This is an optimization exercise on Yosys and OpenROAD, whose aim is small area, not a production implementation.
The RTL was checked by simulation tests, not by an equivalence proof against the original design.

==> flow/design.v <==
`default_nettype none
package ddc_pkg;
    localparam int SAMPLE_W      = 16;
    localparam int PHASE_W       = 32;
    localparam int LUT_ADDR_W    = 8;
    localparam int LUT_DEPTH     = 2 ** LUT_ADDR_W;
    localparam int LUT_QUARTER   = LUT_DEPTH / 4;     
    localparam int COEF_W        = 16;
    localparam int COEF_MAX      = 32767;
    localparam int FRAC_BITS     = 15;
    localparam int HB_SHIFT      = 5;
    localparam int HB_SUM_W      = SAMPLE_W + 6;      
    localparam int MIXER_LATENCY = 3;
    localparam int HB_LATENCY    = 2;
    typedef logic signed [SAMPLE_W-1:0]        sample_t;
    typedef logic        [PHASE_W-1:0]         phase_t;
    typedef logic signed [COEF_W-1:0]          coef_t;
    typedef logic signed [SAMPLE_W+COEF_W-1:0] product_t;
    typedef logic signed [HB_SUM_W-1:0]        hb_sum_t;
    typedef logic        [LUT_ADDR_W-1:0]      lut_addr_t;
    typedef logic signed [63:0]                wide_t;
    localparam sample_t SAMPLE_MAX = sample_t'(2 ** (SAMPLE_W - 1) - 1);
    localparam sample_t SAMPLE_MIN = sample_t'(-(2 ** (SAMPLE_W - 1)));
    typedef struct packed {
        sample_t early;     
        sample_t late;
    } sample_pair_t;
    typedef struct packed {
        coef_t cos;
        coef_t sin;
    } trig_t;
    typedef struct packed {
        trig_t early;
        trig_t late;
    } nco_pair_t;
    typedef struct packed {
        sample_t i;
        sample_t q;
    } iq_t;
    function automatic coef_t cos_value(input lut_addr_t k);
        coef_t c;
        case (k)
            8'd0: c = 16'sd32767;
            8'd1: c = 16'sd32757;
            8'd2: c = 16'sd32728;
            8'd3: c = 16'sd32678;
            8'd4: c = 16'sd32609;
            8'd5: c = 16'sd32521;
            8'd6: c = 16'sd32412;
            8'd7: c = 16'sd32285;
            8'd8: c = 16'sd32137;
            8'd9: c = 16'sd31971;
            8'd10: c = 16'sd31785;
            8'd11: c = 16'sd31580;
            8'd12: c = 16'sd31356;
            8'd13: c = 16'sd31113;
            8'd14: c = 16'sd30852;
            8'd15: c = 16'sd30571;
            8'd16: c = 16'sd30273;
            8'd17: c = 16'sd29956;
            8'd18: c = 16'sd29621;
            8'd19: c = 16'sd29268;
            8'd20: c = 16'sd28898;
            8'd21: c = 16'sd28510;
            8'd22: c = 16'sd28105;
            8'd23: c = 16'sd27683;
            8'd24: c = 16'sd27245;
            8'd25: c = 16'sd26790;
            8'd26: c = 16'sd26319;
            8'd27: c = 16'sd25832;
            8'd28: c = 16'sd25329;
            8'd29: c = 16'sd24811;
            8'd30: c = 16'sd24279;
            8'd31: c = 16'sd23731;
            8'd32: c = 16'sd23170;
            8'd33: c = 16'sd22594;
            8'd34: c = 16'sd22005;
            8'd35: c = 16'sd21403;
            8'd36: c = 16'sd20787;
            8'd37: c = 16'sd20159;
            8'd38: c = 16'sd19519;
            8'd39: c = 16'sd18868;
            8'd40: c = 16'sd18204;
            8'd41: c = 16'sd17530;
            8'd42: c = 16'sd16846;
            8'd43: c = 16'sd16151;
            8'd44: c = 16'sd15446;
            8'd45: c = 16'sd14732;
            8'd46: c = 16'sd14010;
            8'd47: c = 16'sd13279;
            8'd48: c = 16'sd12539;
            8'd49: c = 16'sd11793;
            8'd50: c = 16'sd11039;
            8'd51: c = 16'sd10278;
            8'd52: c = 16'sd9512;
            8'd53: c = 16'sd8739;
            8'd54: c = 16'sd7962;
            8'd55: c = 16'sd7179;
            8'd56: c = 16'sd6393;
            8'd57: c = 16'sd5602;
            8'd58: c = 16'sd4808;
            8'd59: c = 16'sd4011;
            8'd60: c = 16'sd3212;
            8'd61: c = 16'sd2410;
            8'd62: c = 16'sd1608;
            8'd63: c = 16'sd804;
            8'd64: c = 16'sd0;
            8'd65: c = -16'sd804;
            8'd66: c = -16'sd1608;
            8'd67: c = -16'sd2410;
            8'd68: c = -16'sd3212;
            8'd69: c = -16'sd4011;
            8'd70: c = -16'sd4808;
            8'd71: c = -16'sd5602;
            8'd72: c = -16'sd6393;
            8'd73: c = -16'sd7179;
            8'd74: c = -16'sd7962;
            8'd75: c = -16'sd8739;
            8'd76: c = -16'sd9512;
            8'd77: c = -16'sd10278;
            8'd78: c = -16'sd11039;
            8'd79: c = -16'sd11793;
            8'd80: c = -16'sd12539;
            8'd81: c = -16'sd13279;
            8'd82: c = -16'sd14010;
            8'd83: c = -16'sd14732;
            8'd84: c = -16'sd15446;
            8'd85: c = -16'sd16151;
            8'd86: c = -16'sd16846;
            8'd87: c = -16'sd17530;
            8'd88: c = -16'sd18204;
            8'd89: c = -16'sd18868;
            8'd90: c = -16'sd19519;
            8'd91: c = -16'sd20159;
            8'd92: c = -16'sd20787;
            8'd93: c = -16'sd21403;
            8'd94: c = -16'sd22005;
            8'd95: c = -16'sd22594;
            8'd96: c = -16'sd23170;
            8'd97: c = -16'sd23731;
            8'd98: c = -16'sd24279;
            8'd99: c = -16'sd24811;
            8'd100: c = -16'sd25329;
            8'd101: c = -16'sd25832;
            8'd102: c = -16'sd26319;
            8'd103: c = -16'sd26790;
            8'd104: c = -16'sd27245;
            8'd105: c = -16'sd27683;
            8'd106: c = -16'sd28105;
            8'd107: c = -16'sd28510;
            8'd108: c = -16'sd28898;
            8'd109: c = -16'sd29268;
            8'd110: c = -16'sd29621;
            8'd111: c = -16'sd29956;
            8'd112: c = -16'sd30273;
            8'd113: c = -16'sd30571;
            8'd114: c = -16'sd30852;
            8'd115: c = -16'sd31113;
            8'd116: c = -16'sd31356;
            8'd117: c = -16'sd31580;
            8'd118: c = -16'sd31785;
            8'd119: c = -16'sd31971;
            8'd120: c = -16'sd32137;
            8'd121: c = -16'sd32285;
            8'd122: c = -16'sd32412;
            8'd123: c = -16'sd32521;
            8'd124: c = -16'sd32609;
            8'd125: c = -16'sd32678;
            8'd126: c = -16'sd32728;
            8'd127: c = -16'sd32757;
            8'd128: c = -16'sd32767;
            8'd129: c = -16'sd32757;
            8'd130: c = -16'sd32728;
            8'd131: c = -16'sd32678;
            8'd132: c = -16'sd32609;
            8'd133: c = -16'sd32521;
            8'd134: c = -16'sd32412;
            8'd135: c = -16'sd32285;
            8'd136: c = -16'sd32137;
            8'd137: c = -16'sd31971;
            8'd138: c = -16'sd31785;
            8'd139: c = -16'sd31580;
            8'd140: c = -16'sd31356;
            8'd141: c = -16'sd31113;
            8'd142: c = -16'sd30852;
            8'd143: c = -16'sd30571;
            8'd144: c = -16'sd30273;
            8'd145: c = -16'sd29956;
            8'd146: c = -16'sd29621;
            8'd147: c = -16'sd29268;
            8'd148: c = -16'sd28898;
            8'd149: c = -16'sd28510;
            8'd150: c = -16'sd28105;
            8'd151: c = -16'sd27683;
            8'd152: c = -16'sd27245;
            8'd153: c = -16'sd26790;
            8'd154: c = -16'sd26319;
            8'd155: c = -16'sd25832;
            8'd156: c = -16'sd25329;
            8'd157: c = -16'sd24811;
            8'd158: c = -16'sd24279;
            8'd159: c = -16'sd23731;
            8'd160: c = -16'sd23170;
            8'd161: c = -16'sd22594;
            8'd162: c = -16'sd22005;
            8'd163: c = -16'sd21403;
            8'd164: c = -16'sd20787;
            8'd165: c = -16'sd20159;
            8'd166: c = -16'sd19519;
            8'd167: c = -16'sd18868;
            8'd168: c = -16'sd18204;
            8'd169: c = -16'sd17530;
            8'd170: c = -16'sd16846;
            8'd171: c = -16'sd16151;
            8'd172: c = -16'sd15446;
            8'd173: c = -16'sd14732;
            8'd174: c = -16'sd14010;
            8'd175: c = -16'sd13279;
            8'd176: c = -16'sd12539;
            8'd177: c = -16'sd11793;
            8'd178: c = -16'sd11039;
            8'd179: c = -16'sd10278;
            8'd180: c = -16'sd9512;
            8'd181: c = -16'sd8739;
            8'd182: c = -16'sd7962;
            8'd183: c = -16'sd7179;
            8'd184: c = -16'sd6393;
            8'd185: c = -16'sd5602;
            8'd186: c = -16'sd4808;
            8'd187: c = -16'sd4011;
            8'd188: c = -16'sd3212;
            8'd189: c = -16'sd2410;
            8'd190: c = -16'sd1608;
            8'd191: c = -16'sd804;
            8'd192: c = 16'sd0;
            8'd193: c = 16'sd804;
            8'd194: c = 16'sd1608;
            8'd195: c = 16'sd2410;
            8'd196: c = 16'sd3212;
            8'd197: c = 16'sd4011;
            8'd198: c = 16'sd4808;
            8'd199: c = 16'sd5602;
            8'd200: c = 16'sd6393;
            8'd201: c = 16'sd7179;
            8'd202: c = 16'sd7962;
            8'd203: c = 16'sd8739;
            8'd204: c = 16'sd9512;
            8'd205: c = 16'sd10278;
            8'd206: c = 16'sd11039;
            8'd207: c = 16'sd11793;
            8'd208: c = 16'sd12539;
            8'd209: c = 16'sd13279;
            8'd210: c = 16'sd14010;
            8'd211: c = 16'sd14732;
            8'd212: c = 16'sd15446;
            8'd213: c = 16'sd16151;
            8'd214: c = 16'sd16846;
            8'd215: c = 16'sd17530;
            8'd216: c = 16'sd18204;
            8'd217: c = 16'sd18868;
            8'd218: c = 16'sd19519;
            8'd219: c = 16'sd20159;
            8'd220: c = 16'sd20787;
            8'd221: c = 16'sd21403;
            8'd222: c = 16'sd22005;
            8'd223: c = 16'sd22594;
            8'd224: c = 16'sd23170;
            8'd225: c = 16'sd23731;
            8'd226: c = 16'sd24279;
            8'd227: c = 16'sd24811;
            8'd228: c = 16'sd25329;
            8'd229: c = 16'sd25832;
            8'd230: c = 16'sd26319;
            8'd231: c = 16'sd26790;
            8'd232: c = 16'sd27245;
            8'd233: c = 16'sd27683;
            8'd234: c = 16'sd28105;
            8'd235: c = 16'sd28510;
            8'd236: c = 16'sd28898;
            8'd237: c = 16'sd29268;
            8'd238: c = 16'sd29621;
            8'd239: c = 16'sd29956;
            8'd240: c = 16'sd30273;
            8'd241: c = 16'sd30571;
            8'd242: c = 16'sd30852;
            8'd243: c = 16'sd31113;
            8'd244: c = 16'sd31356;
            8'd245: c = 16'sd31580;
            8'd246: c = 16'sd31785;
            8'd247: c = 16'sd31971;
            8'd248: c = 16'sd32137;
            8'd249: c = 16'sd32285;
            8'd250: c = 16'sd32412;
            8'd251: c = 16'sd32521;
            8'd252: c = 16'sd32609;
            8'd253: c = 16'sd32678;
            8'd254: c = 16'sd32728;
            8'd255: c = 16'sd32757;
            default: c = '0;
        endcase
        cos_value = c;
    endfunction
    function automatic sample_t saturate(input wide_t value);
        if (value > wide_t'(SAMPLE_MAX)) begin
            saturate = SAMPLE_MAX;
        end else if (value < wide_t'(SAMPLE_MIN)) begin
            saturate = SAMPLE_MIN;
        end else begin
            saturate = sample_t'(value);
        end
    endfunction
endpackage
`default_nettype wire
`timescale 1ns/1ps
`default_nettype none
module ddc_nco (
    input  wire logic               i_clock,
    input  wire logic               i_rst_n,
    input  wire logic               i_valid,
    input  wire ddc_pkg::phase_t    i_phase_inc,
    input  wire logic               i_phase_inc_valid,
    output      ddc_pkg::nco_pair_t o_trig,
    output      logic               o_valid
);
    ddc_pkg::phase_t phase_inc;
    ddc_pkg::phase_t phase_acc;
    ddc_pkg::phase_t phase_late;
    function automatic ddc_pkg::trig_t lookup(input ddc_pkg::phase_t phase);
        ddc_pkg::lut_addr_t idx;
        ddc_pkg::trig_t     trig;
        idx      = phase[ddc_pkg::PHASE_W-1 -: ddc_pkg::LUT_ADDR_W];
        trig.cos = ddc_pkg::cos_value(idx);
        trig.sin = ddc_pkg::cos_value(ddc_pkg::lut_addr_t'(idx - ddc_pkg::LUT_QUARTER));
        lookup = trig;
    endfunction
    assign phase_late = phase_acc + phase_inc;     
    always_ff @(posedge i_clock or negedge i_rst_n) begin
        if (!i_rst_n) begin
            phase_inc <= '0;
            phase_acc <= '0;
        end else if (i_phase_inc_valid) begin
            phase_inc <= i_phase_inc;
            phase_acc <= '0;                                    
        end else if (i_valid) begin
            phase_acc <= phase_acc + (phase_inc << 1);          
        end
    end
    always_ff @(posedge i_clock) begin
        o_trig.early <= lookup(phase_acc);
        o_trig.late  <= lookup(phase_late);
    end
    always_ff @(posedge i_clock or negedge i_rst_n) begin
        if (!i_rst_n) begin
            o_valid <= 1'b0;
        end else begin
            o_valid <= i_valid;
        end
    end
endmodule
`default_nettype wire
`timescale 1ns/1ps
`default_nettype none
module ddc_mixer_lane (
    input  wire logic             i_clock,
    input  wire logic             i_rst_n,
    input  wire ddc_pkg::sample_t i_sample,
    input  wire logic             i_valid,
    input  wire ddc_pkg::trig_t   i_trig,
    output      ddc_pkg::iq_t     o_iq,
    output      logic             o_valid
);
    localparam ddc_pkg::product_t MIX_RND = ddc_pkg::product_t'(1) <<< (ddc_pkg::FRAC_BITS - 1);
    ddc_pkg::sample_t  sample_q;
    ddc_pkg::product_t prod_i;
    ddc_pkg::product_t prod_q;
    logic     valid_q;
    logic     valid_p;
    always_ff @(posedge i_clock) begin
        sample_q <= i_sample;                                   
        prod_i   <= sample_q * i_trig.cos;
        prod_q   <= sample_q * i_trig.sin;
        o_iq.i   <= ddc_pkg::saturate(ddc_pkg::wide_t'((prod_i + MIX_RND) >>> ddc_pkg::FRAC_BITS));
        o_iq.q   <= ddc_pkg::saturate(ddc_pkg::wide_t'((prod_q + MIX_RND) >>> ddc_pkg::FRAC_BITS));
    end
    always_ff @(posedge i_clock or negedge i_rst_n) begin
        if (!i_rst_n) begin
            valid_q <= 1'b0;
            valid_p <= 1'b0;
            o_valid <= 1'b0;
        end else begin
            valid_q <= i_valid;
            valid_p <= valid_q;
            o_valid <= valid_p;
        end
    end
endmodule
`default_nettype wire
`timescale 1ns/1ps
`default_nettype none
module ddc_halfband_decim (
    input  wire logic         i_clock,
    input  wire logic         i_rst_n,
    input  wire ddc_pkg::iq_t i_early,
    input  wire ddc_pkg::iq_t i_late,
    input  wire logic         i_valid,
    output      ddc_pkg::iq_t o_iq,
    output      logic         o_valid
);
    localparam ddc_pkg::hb_sum_t HB_RND = ddc_pkg::hb_sum_t'(1) <<< (ddc_pkg::HB_SHIFT - 1);
    ddc_pkg::iq_t     early_hist_0;     
    ddc_pkg::iq_t     early_hist_1;
    ddc_pkg::iq_t     early_hist_2;
    ddc_pkg::iq_t     late_hist_0;      
    ddc_pkg::iq_t     late_hist_1;
    ddc_pkg::hb_sum_t sum_i;
    ddc_pkg::hb_sum_t sum_q;
    logic    valid_s1;
    function automatic ddc_pkg::hb_sum_t hb_sum(
        input ddc_pkg::sample_t a0,
        input ddc_pkg::sample_t a1,
        input ddc_pkg::sample_t a2,
        input ddc_pkg::sample_t a3,
        input ddc_pkg::sample_t b2
    );
        ddc_pkg::hb_sum_t mid;
        mid = ddc_pkg::hb_sum_t'(a1) + ddc_pkg::hb_sum_t'(a2);
        hb_sum = (mid <<< 3) + mid - ddc_pkg::hb_sum_t'(a0) - ddc_pkg::hb_sum_t'(a3) + (ddc_pkg::hb_sum_t'(b2) <<< 4);
    endfunction
    always_ff @(posedge i_clock or negedge i_rst_n) begin
        if (!i_rst_n) begin
            early_hist_0 <= '0;
            early_hist_1 <= '0;
            early_hist_2 <= '0;
            late_hist_0  <= '0;
            late_hist_1  <= '0;
        end else if (i_valid) begin
            early_hist_0 <= i_early;
            early_hist_1 <= early_hist_0;
            early_hist_2 <= early_hist_1;
            late_hist_0  <= i_late;
            late_hist_1  <= late_hist_0;
        end
    end
    always_ff @(posedge i_clock) begin
        if (i_valid) begin
            sum_i <= hb_sum(i_early.i, early_hist_0.i, early_hist_1.i,
                            early_hist_2.i, late_hist_1.i);
            sum_q <= hb_sum(i_early.q, early_hist_0.q, early_hist_1.q,
                            early_hist_2.q, late_hist_1.q);
        end
    end
    always_ff @(posedge i_clock) begin
        o_iq.i <= ddc_pkg::saturate(ddc_pkg::wide_t'((sum_i + HB_RND) >>> ddc_pkg::HB_SHIFT));
        o_iq.q <= ddc_pkg::saturate(ddc_pkg::wide_t'((sum_q + HB_RND) >>> ddc_pkg::HB_SHIFT));
    end
    always_ff @(posedge i_clock or negedge i_rst_n) begin
        if (!i_rst_n) begin
            valid_s1 <= 1'b0;
            o_valid  <= 1'b0;
        end else begin
            valid_s1 <= i_valid;
            o_valid  <= valid_s1;
        end
    end
endmodule
`default_nettype wire
`timescale 1ns/1ps
`default_nettype none
module ddc_top (
    input  wire logic                  i_clock,
    input  wire logic                  i_rst_n,
    input  wire ddc_pkg::sample_pair_t i_sample,
    input  wire logic                  i_valid,
    input  wire ddc_pkg::phase_t       i_phase_inc,
    input  wire logic                  i_phase_inc_valid,
    output      ddc_pkg::iq_t          o_iq,
    output      logic                  o_valid
);
    ddc_pkg::nco_pair_t nco_trig;
    ddc_pkg::iq_t       early_iq;
    ddc_pkg::iq_t       late_iq;
    logic      early_valid;
    ddc_nco nco_i (
        .i_clock          (i_clock),
        .i_rst_n          (i_rst_n),
        .i_valid          (i_valid),
        .i_phase_inc      (i_phase_inc),
        .i_phase_inc_valid(i_phase_inc_valid),
        .o_trig           (nco_trig),
        .o_valid          ()                  
    );
    ddc_mixer_lane mixer_early_i (
        .i_clock (i_clock),
        .i_rst_n (i_rst_n),
        .i_sample(i_sample.early),
        .i_valid (i_valid),
        .i_trig  (nco_trig.early),
        .o_iq    (early_iq),
        .o_valid (early_valid)
    );
    ddc_mixer_lane mixer_late_i (
        .i_clock (i_clock),
        .i_rst_n (i_rst_n),
        .i_sample(i_sample.late),
        .i_valid (i_valid),
        .i_trig  (nco_trig.late),
        .o_iq    (late_iq),
        .o_valid ()                           
    );
    ddc_halfband_decim halfband_i (
        .i_clock(i_clock),
        .i_rst_n(i_rst_n),
        .i_early(early_iq),
        .i_late (late_iq),
        .i_valid(early_valid),
        .o_iq   (o_iq),
        .o_valid(o_valid)
    );
endmodule
`default_nettype wire
==> flow/run.sh <==
#!/bin/bash
# synth_recipe.tcl (not shown) runs the flow's synth.tcl, then flattens the netlist and writes it again
# the make line also repeats each setting of config.mk as NAME=value (left out here)
make -C /OpenROAD-flow-scripts/flow DESIGN_CONFIG=/design/flow/config.mk WORK_HOME=/design/flow/orfs CLKGATE_MAP_FILE= SYNTH_SCRIPT=/design/flow/synth_recipe.tcl finish
==> flow/config.mk <==
export PLATFORM = sky130hd
export DESIGN_NAME = ddc_top
export DESIGN_NICKNAME = ddc_top
export VERILOG_FILES = /design/flow/design.v
export SDC_FILE = /design/flow/constraint.sdc
export NUM_CORES = 4
export LEC_CHECK = 0
export CAP_MARGIN = 20
export CORE_MARGIN = 2
export CORE_UTILIZATION = 40
export SLEW_MARGIN = 20
==> flow/constraint.sdc <==
create_clock -name core_clock -period 10.0 [get_ports {i_clock}]
set_input_delay 2.0000 -clock core_clock [delete_from_list [all_inputs] [get_ports {i_clock}]]
set_output_delay 2.0000 -clock core_clock [all_outputs]
set_load 0.01 [all_outputs]
==> key figures <==
Detailed routing
  • WL/cell: 20.5 um
  • Routed wire length: 209 mm
  • DR vias: 55519
  • Post-route ant nets: 0
  • Initial DRC count: 4611
  • DR vias/cell: 5.45
  • Pre-antenna DRT Iters: 6
  • # DRC: 0

Finish
  • Filler cell count: 17462
  • Largest register FFs: 64
  • Multi-input gate area: 53400 um^2
  • Final nets: 9481
  • Reg area: 12100 um^2
  • Final core utilization: 43.5%
  • Top reg by flops: nco_i.o_trig
  • Layout cells sized above 1: 6.14%
  • P&R area growth vs syn: 7.86%

CTS
  • CTS Buf Count: 70
  • CTS Root Cell: clkbuf_16
  • Post-CTS Resized: 0
  • Worst-path clk slew: 60 ps
  • Clock Latency Late Sink: 720 ps
  • CTS H-tree depth: 3
  • Hold Buf Count CTS: 0
  • Clock sink count: 528
  • Post CTS Setup Buffer Count: 0
  • CTS tree: yes
  • Clock buffer depth: 3

Global route
  • Gr ovfl total: 0
  • Initial antenna violation count: 5
  • Total track usage: 23.0%
  • Vias in the first global route: 59039
  • Global-route wire length before repair: 336 mm
  • Largest net degree at the start of global routing: 95

Logic synthesis
  • Unique masters post-synth: 94
  • Commonest cells post-synth: inv_1, fa_1, nand2_1, and2_1, ha_1
  • Register bit total from synthesis: 528
  • Synth area leader: fa_1
  • Cell with the most instances after synthesis: inv_1
  • Post-synth top area share: 32.0%
  • Post-Syn Area per Cell: 9.11 um^2
  • Synth warn: 3
  • Post-Syn Instances: 7910
  • Post-Syn Area: 72100 um^2
  • Syn nets: 9626
  • Seq/Total Area, Yosys: 16.7%
  • Main synth FF type: dfxtp_1
  • FFs w/ async S/R, synth: 43.2%
  • Area contributors post-synth: fa_1, ha_1, dfrtp_1
  • EDFF count, synth: 36

Worst setup path
  • Largest stage delay on the critical path: 980 ps
  • Crit path buffers/inverters: 5
  • Reg-to-reg startpoint: mixer_late_i.sample_q[7]
  • RR Endpoint: mixer_late_i.prod_i[30]
  • Slowest cell on crit path: dfxtp_1
  • CP top delay family: adder cells
  • Critical Path Most Common Cell: fa_1
  • Crit path from: mixer_late_i.sample_q[7]
  • Worst EP arrival: 8500 ps
  • Worst setup path category: reg2reg
  • CP startpoint kind: register
  • Crit Path Max Fanout: 20
  • Crit path capture type: register
  • Reg2Reg Setup Slack: 2130 ps
  • Crit path cell chain: buf_4, and2_1, fa_1, fa_1, ha_1, inv_1, fa_1, inv_1, fa_1, inv_1, fa_1, inv_1, ha_1, and4_1, and2_0, a311oi_1, a2bb2oi_1, a21oi_1, o21ai_0, o41ai_1, o21ai_0, or2_2, a21oi_1, xnor2_1
  • Reg2reg path depth: 24
  • Critical Path RT: 10620 ps

Timing
  • Post-route setup TNS: 0 ps
  • Final setup margin: 2130 ps
  • Clk_skew: 54.9 ps
  • WHS: 348 ps
  • Final hold violations: 0
  • Final setup fails: 0
  • Slew HR: 19.1%
  • F_max: 127 MHz
  • Slew @ Worst Pin: 1200 ps
  • RSZ-0062 raised after global routing: false
  • Tmin final: 7870 ps
  • Final Max Tran Viols: 0
  • Fin crit share: 78.7%

Die
  • CORE AREA: 179000 um^2
  • Initial Util: 40.3%
  • IO Count: 101
  • Die area: 184000 um^2
  • Die height: 429 um
  • Die W: 429 um
  • Rows: 155

Worst hold path
  • Hold depth: 0
  • Min-delay worst type: reg2reg
  • Hold EP: mixer_early_i.valid_p
  • Min-delay src: mixer_early_i.valid_q

Place
  • RePlAce Congestion: 0.964
  • Hpwl dp: 158 mm
  • Pre-CTS WS: 2230 ps
  • Port bufs: 100

Job
  • Maxcap violations: 0

Status
  • Status: complete, no violations
through the flow:
step,area [um^2],cells
6_report,77800,10179
5_1_grt,77800,10178
4_1_cts,77700,10178
3_3_place_gp,75200,10048
3_5_place_dp,75300,10048
2_1_floorplan,72100,7910
metal layers:
metal | up-vias | track usage (%) | wire length (um)
li1 | 25197 | - | -
met1 | 27930 | 31.1 | 91500
met2 | 1919 | 37.4 | 96200
met3 | 469 | 3.47 | 12800
met4 | 4 | 8.23 | 8100
met5 | - | 0 | 27
worst max-delay path by stage:
stage,endpoint,slack [ps],cells past startpoint
after floorplan,mixer_early_i.prod_q[31],3440,23
after global placement,mixer_early_i.prod_i[25],2190,20
after detailed placement,mixer_late_i.prod_i[30],2230,24
after CTS,mixer_late_i.prod_i[30],2170,24
after global routing,mixer_late_i.prod_i[30],1610,24
final,mixer_late_i.prod_i[30],2130,24
placed cells by master (no fill, tap or decap), drive strengths merged, types with 20 or more instances in the layout:
cell type | netlist | final
o21bai | 22 | 22
o221ai | 23 | 23
dfxtp | 264 | 264
clkdlybuf4s50 | 0 | 97
edfxtp | 36 | 36
clkbuf | 330 | 91
o311ai | 20 | 20
ha | 497 | 497
xor2 | 89 | 89
nand3 | 138 | 138
o22ai | 45 | 45
and3 | 55 | 55
a211oi | 58 | 58
a21oi | 313 | 313
a21o | 51 | 51
inv | 1361 | 1373
nand2 | 788 | 788
mux4 | 30 | 30
nor2 | 350 | 350
nand2b | 46 | 46
a221oi | 25 | 25
xnor2 | 187 | 187
and2 | 500 | 500
mux2i | 32 | 32
o21a | 47 | 47
a311oi | 26 | 26
buf | 81 | 97
mux2 | 168 | 168
a22oi | 25 | 25
o21ai | 405 | 405
nand4 | 21 | 21
a31oi | 64 | 64
fa | 1151 | 1151
o211ai | 42 | 42
nor3 | 100 | 100
clkinv | 3 | 21
dfrtp | 228 | 228
o31ai | 24 | 24
nor2b | 28 | 28
worst register-to-register path, cell delays in order (launching register included):
cell	delay [ps]
dfxtp_1	980
buf_4	320
and2_1	170
fa_1	440
fa_1	570
ha_1	150
inv_1	50
fa_1	470
inv_1	50
fa_1	530
inv_1	50
fa_1	480
inv_1	50
ha_1	300
and4_1	230
and2_0	160
a311oi_1	400
a2bb2oi_1	260
a21oi_1	350
o21ai_0	270
o41ai_1	630
o21ai_0	270
or2_2	350
a21oi_1	190
xnor2_1	130
area by class of cell:
type                            count  area share [%]
Clock buffer                       91            2.48
Sequential cell                   528            15.5
Antenna cell                        1         0.00322
Tap cell                         2355            3.79
Timing Repair Buffer              194            2.20
Clock inverter                     39           0.711
Multi-Input combinational cell   5607            68.7
Inverter                         1364            6.58
cells by family (layout without fill, tap and decap cells):
family / Yosys count / count (layout) / synth area share, %
adder cells (fa/ha/maj): 1648 / 1648 / 40.6
AO/OA/AOI/OAI: 1355 / 1355 / 12.0
AND/OR/NAND/NOR: 2097 / 2097 / 14.0
multiplexers: 230 / 230 / 4.01
flip-flops: 528 / 528 / 16.7
buffers and inverters: 1775 / 1688 / 9.32
XOR/XNOR: 277 / 277 / 3.38
other: 0 / 1 / 0

==> static timing again, ports no longer ideal <==
In the flow no input, the clock included, has a driving cell. The finished layout below was timed again as built, in two steps.
Step 1, drivers: a clkbuf_16 drives i_clock and a buf_2 each remaining input, both assumed.
Step 2 times the ports against the registers' clock, not the clock port: input delays grow and output delays shrink by t, the midpoint of the rising clock arrivals with the driver on.
Slacks: ideal ports / drivers / drivers and shift; pairs: ideal ports / drivers.
t (ns): 0.772
setup slack, ns: 2.129 / 2.129 / 2.129
worst setup path at the end: register to register
worst slew at a driven data input, ns: 0.08
After both steps this run still meets setup and hold. The setup slack of this run moves by 0.000 ns with the drivers and by 0.000 ns with both steps.
